This design comes from an exercise in tuning for small area and few clock cycles per item on the open sky130 flow, not from production work. In this exercise RTL edits were held to simulation tests only and were not proved equivalent to the original.

==> inputs of 03-22 <==
==> flow/design.v (excerpt) <==
module ex_stage (
    input  logic        iw_clk,
    input  logic        iw_rst,
    input  logic        in_req,
    output logic        in_ack,
    input  logic [5:0]  in_opc,
    input  logic [3:0]  in_cc,
    input  logic [31:0] in_pc,
    input  logic [31:0] in_src,
    input  logic [31:0] in_tgt,
    input  logic [11:0] in_imm,
    output logic        out_req,
    input  logic        out_ack,
    output logic [31:0] out_result,
    output logic [3:0]  out_flags,
    output logic        out_branch_taken,
    output logic [31:0] out_branch_pc
);
export LEC_CHECK = 0
export CAP_MARGIN = 20
export CORE_MARGIN = 2
export CORE_UTILIZATION = 40
export SLEW_MARGIN = 20
create_clock -name core_clock -period 7.5 [get_ports {iw_clk}]
standard.sh (not shown) runs the stock make flow with config.mk's settings and CLKGATE_MAP_FILE= SYNTH_SCRIPT=/design/flow/synth_recipe.tcl, a recipe that flattens the netlist after the stock synthesis.
==> flow/flow/run.sh <==
#!/bin/bash
# The standard layout (standard.sh), with four changes:
#  - synthesis maps the logic with an area-oriented ABC script (flow/abc_area.script,
#    through flow/synth_abc.tcl); the rest of synthesis is the standard flow's own;
#  - port buffers use the smallest buffer cell, sky130_fd_sc_hd__buf_1;
#  - clock tree: clkbuf_8 buffers, sink clusters of up to 16 within 50 um, no dummy loads;
#  - timing-driven global placement keeps none of its trial buffering (GPL_KEEP_OVERFLOW=0);
#    the later repair steps buffer what still needs it.
# The tools' output goes to standard.log in this folder.
export FLOW_ABC_SCRIPT="$PWD/flow/abc_area.script"
export FLOW_STD_SYNTH="$PWD/synth_recipe.tcl"
export BUFFER_PORTS_ARGS="-buffer_cell sky130_fd_sc_hd__buf_1"
export GPL_KEEP_OVERFLOW=0
export CTS_ARGS="-sink_clustering_enable -repair_clock_nets -dont_use_dummy_load -buf_list {sky130_fd_sc_hd__clkbuf_8} -sink_clustering_size 16 -sink_clustering_max_diameter 50"
bash standard.sh SYNTH_SCRIPT="$PWD/flow/synth_abc.tcl" finish > standard.log 2>&1
==> flow/flow/abc_area.script <==
strash
&get -n
&st
&synch2
&dch -f
&nf -R 1000
&put
==> flow/flow/synth_abc.tcl <==
# The standard synthesis (synth_recipe.tcl in the work folder), with one change:
# Yosys's abc call maps the logic with the script in $FLOW_ABC_SCRIPT instead of
# ORFS's abc_speed/abc_area scripts. Registers are untouched (abc runs without -dff).
proc abc {args} {
  set i [lsearch -exact $args -script]
  lset args [expr {$i + 1}] $::env(FLOW_ABC_SCRIPT)
  yosys abc {*}$args
}
source $::env(FLOW_STD_SYNTH)
==> inputs of 12-28, as changes to 03-22 <==
==> flow/flow/run.sh (replaced) <==
#!/bin/bash
# The standard layout (standard.sh), with two changes:
#  - port buffers use the smallest buffer cell, sky130_fd_sc_hd__buf_1;
#  - clock tree: clkbuf_8 buffers, sink clusters of up to 20 within 60 um, no dummy loads.
# The tools' output goes to standard.log in this folder.
export BUFFER_PORTS_ARGS="-buffer_cell sky130_fd_sc_hd__buf_1"
export CTS_ARGS="-sink_clustering_enable -repair_clock_nets -dont_use_dummy_load -buf_list {sky130_fd_sc_hd__clkbuf_8} -sink_clustering_size 20 -sink_clustering_max_diameter 60"
bash standard.sh > standard.log 2>&1
Settings changed: ABC_AREA set to 1.
removed: flow/flow/abc_area.script
removed: flow/flow/synth_abc.tcl
==> inputs of 12-25, as changes to 03-22 <==
--- a/flow/design.v
+++ b/flow/design.v
@@ -90,48 +90,44 @@
     input  logic              rd_en,     
     output logic [RES_W-1:0]  rd_data,   
     output logic              empty
 );
     logic [RES_W-1:0]    ring [CAPACITY];
     logic [CAPACITY-1:0] rd_pos;   
+    logic [CAPACITY-1:0] wr_pos;   
     logic [2:0]          count;
     logic                none_left;
-    logic                in_step;   
     assign empty = (count == 3'd0);
     assign none_left = empty || ((count == 3'd1) && rd_en);
-    always_comb begin
-        case (count)
-            3'd1:    in_step = rd_pos[1];
-            3'd2:    in_step = rd_pos[3];
-            3'd3:    in_step = rd_pos[0];
-            3'd4:    in_step = rd_pos[2];
-            default: in_step = 1'b0;
-        endcase
-    end
-    assign wr_ok     = none_left || in_step;
+    assign wr_ok     = none_left || ((count != 3'(CAPACITY)) && wr_pos[1]);
     always_ff @(posedge iw_clk or posedge iw_rst) begin
         if (iw_rst) begin
+            rd_pos <= CAPACITY'(1);
+            wr_pos <= CAPACITY'(1);
             count  <= '0;
         end else begin
+            if (wr_en) begin
+                wr_pos <= CAPACITY'(1);
+            end else begin
+                wr_pos <= {wr_pos[CAPACITY-2:0], wr_pos[CAPACITY-1]};
+            end
+            if (wr_en && none_left) begin
+                rd_pos <= CAPACITY'(1);
+            end else if (rd_en) begin
+                rd_pos <= {rd_pos[0], rd_pos[CAPACITY-1:1]};
+            end else begin
+                rd_pos <= {rd_pos[CAPACITY-2:0], rd_pos[CAPACITY-1]};
+            end
             case ({wr_en, rd_en})
                 2'b10:   count <= count + 1'b1;
                 2'b01:   count <= count - 1'b1;
                 default: count <= count;
             endcase
         end
     end
     always_ff @(posedge iw_clk) begin
-        if (wr_en && none_left) begin
-            rd_pos <= CAPACITY'(1);
-        end else if (rd_en) begin
-            rd_pos <= {rd_pos[0], rd_pos[CAPACITY-1:1]};
-        end else begin
-            rd_pos <= {rd_pos[CAPACITY-2:0], rd_pos[CAPACITY-1]};
-        end
-    end
-    always_ff @(posedge iw_clk) begin
         ring[0] <= wr_en ? wr_data : ring[CAPACITY-1];
         for (int i = 1; i < CAPACITY; i++) begin
             ring[i] <= ring[i-1];
         end
     end
     always_comb begin
@@ -231,14 +227,14 @@
     always_comb begin
         for (int i = 0; i < DATA_W; i++) begin
             sh_in[i] = op_shl ? b[DATA_W-1-i] : b[i];
         end
     end
     assign sh_fill = op_sar && b[DATA_W-1];
-    assign sh_out  = DATA_W'($signed({sh_fill, sh_in}) >>> in_src[SHAMT_W-1:0]);
-    assign sh_big  = |in_src[DATA_W-1:SHAMT_W];
+    assign sh_out  = DATA_W'($signed({sh_fill, sh_in}) >>> a[SHAMT_W-1:0]);
+    assign sh_big  = |a[DATA_W-1:SHAMT_W];
     always_comb begin
         for (int i = 0; i < DATA_W; i++) begin
             sh_rev[i] = sh_out[DATA_W-1-i];
         end
     end
     logic [DATA_W-1:0] res_oth;   
==> flow/flow/run.sh (replaced) <==
#!/bin/bash
# The standard layout (standard.sh), with two changes:
#  - port buffers use the smallest buffer cell, sky130_fd_sc_hd__buf_1;
#  - clock tree: clkbuf_8/clkbuf_16 buffers, sink clusters of up to 20, no dummy loads;
# The tools' output goes to standard.log in this folder.
export BUFFER_PORTS_ARGS="-buffer_cell sky130_fd_sc_hd__buf_1"
export CTS_ARGS="-sink_clustering_enable -repair_clock_nets -dont_use_dummy_load -buf_list {sky130_fd_sc_hd__clkbuf_8 sky130_fd_sc_hd__clkbuf_16} -sink_clustering_size 20 -sink_clustering_max_diameter 60"
bash standard.sh > standard.log 2>&1
Settings changed: ABC_AREA set to 1.
removed: flow/flow/abc_area.script
removed: flow/flow/synth_abc.tcl
==> impl_metrics.yaml <==
setup_path:
  cp.buffers_inverters: 5
  cpPeakStageDelay_ns: 0.49
  ff2ff_path_depth: 11
timing:
  whs_ns: 0.3184
  post-route-period-util_pct: 93.78
power_and_ir_drop:
  power_density_nw_per_um2: 322.1
  p_total_mw: 4.174
  p_int_mw: 2.407
  p_seq_share_pct: 43.5
layout:
  finish.instance_area_sq_um: 12960
  n_clock_buffer: 17
synthesis:
  synth.area.top_cells: "dfxtp_1 34%, nand2_1 7.9%, a222oi_1 5.8%, nor2_1 5.5%, o21ai_0 5.0%"
  synth_fa_ha_area_share_pct: 7.276
  synth_fp_nets: 1498
  synth-xor-area-share_pct: 4.257
status:
  outcome: "complete, no violations"
global_route:
  met2_usage_pct: 45.33
[end of results for 03-22]
==> impl_metrics.yaml <==
status:
  outcome: "complete, no violations"
layout:
  fill_cells: 3283
  n_clock_buffer: 17
  area_dominant_class: "multi-input gates"
setup_path:
  cp.buffers_inverters: 7
  cpPeakStageDelay_ns: 0.46
  ff2ff_path_depth: 12
power_and_ir_drop:
  power_density_nw_per_um2: 291.8
  p_seq_share_pct: 45.4
  p_total_mw: 4.007
synthesis:
  synth-xor-area-share_pct: 3.488
  synth.area.top_cells: "dfxtp_1 30%, nand3_1 15%, nand2_1 13%, nor2_1 4.5%, ha_1 3.9%"
  synth_fp_nets: 2003
  synth_fa_ha_area_share_pct: 6.439
global_route:
  met2_usage_pct: 45.92
  grt_max_degree: 42
  grt_use_met1_pct: 37.97
timing:
  whs_ns: 0.3129
  fin_setup_tns_ns: 0
[end of results for 12-28]
==> impl_metrics.yaml <==
setup_path:
  cpPeakStageDelay_ns: 0.56
  cp.buffers_inverters: 6
power_and_ir_drop:
  p_total_mw: 4.278
  clockPowerShare_pct: 16.2
  power_density_nw_per_um2: 303.4
  p_int_mw: 2.538
  p_seq_share_pct: 45.8
synthesis:
  synth-xor-area-share_pct: 3.673
  synth_fp_nets: 2067
  synth.area.top_cells: "dfxtp_1 29%, nand3_1 17%, nand2_1 13%, inv_1 4.7%, nor2_1 3.8%"
  synth_fa_ha_area_share_pct: 6.082
layout:
  n_clock_buffer: 15
  seq_area_sq_um: 4184
global_route:
  met2_usage_pct: 46.55
status:
  outcome: "complete, no violations"
[end of results for 12-25]
Testbench counts of 03-22, summed over its fixed seeds: cycles 5,568, items 2,400.
Testbench counts of 12-28, summed over its fixed seeds: cycles 5,568, items 2,400.
Testbench counts of 12-25, summed over its fixed seeds: cycles 5,568, items 2,400.

==> afterwards: timing with drivers on the ports <==
The results above use ideal ports. As a check the final layouts listed here were re-extracted and re-timed, cells and wires unchanged. Step 1 (the two cells are an assumption about what drives the block):
set clk [get_ports {iw_clk}]
set_driving_cell -lib_cell sky130_fd_sc_hd__clkbuf_16 $clk
set_driving_cell -lib_cell sky130_fd_sc_hd__buf_2 [delete_from_list [all_inputs] $clk]
Step 2 times the ports against the registers' clock, not the clock port: input delays grow and output delays shrink by t, the midpoint of the rising clock arrivals with the driver on. Three values: ideal ports, drivers, drivers and shift; two values: the first two.
| run | t (ns) | slack for setup (ns) | worst setup path at the end | worst slew at a driven data input, ns |
|---|---|---|---|---|
| 03-22 | 0.461 | 0.467 / 0.481 / 0.021 | input to register | 0.04 |
| 12-28 | 0.478 | 1.250 / 1.255 / 0.777 | input to register | 0.08 |
| 12-25 | 0.485 | 1.229 / 1.246 / 0.762 | input to register | 0.06 |
After both steps every run listed still meets setup and hold. For 12-28, which loses most, drivers alone change the setup slack by +0.005 ns; drivers and shift together by -0.473 ns.
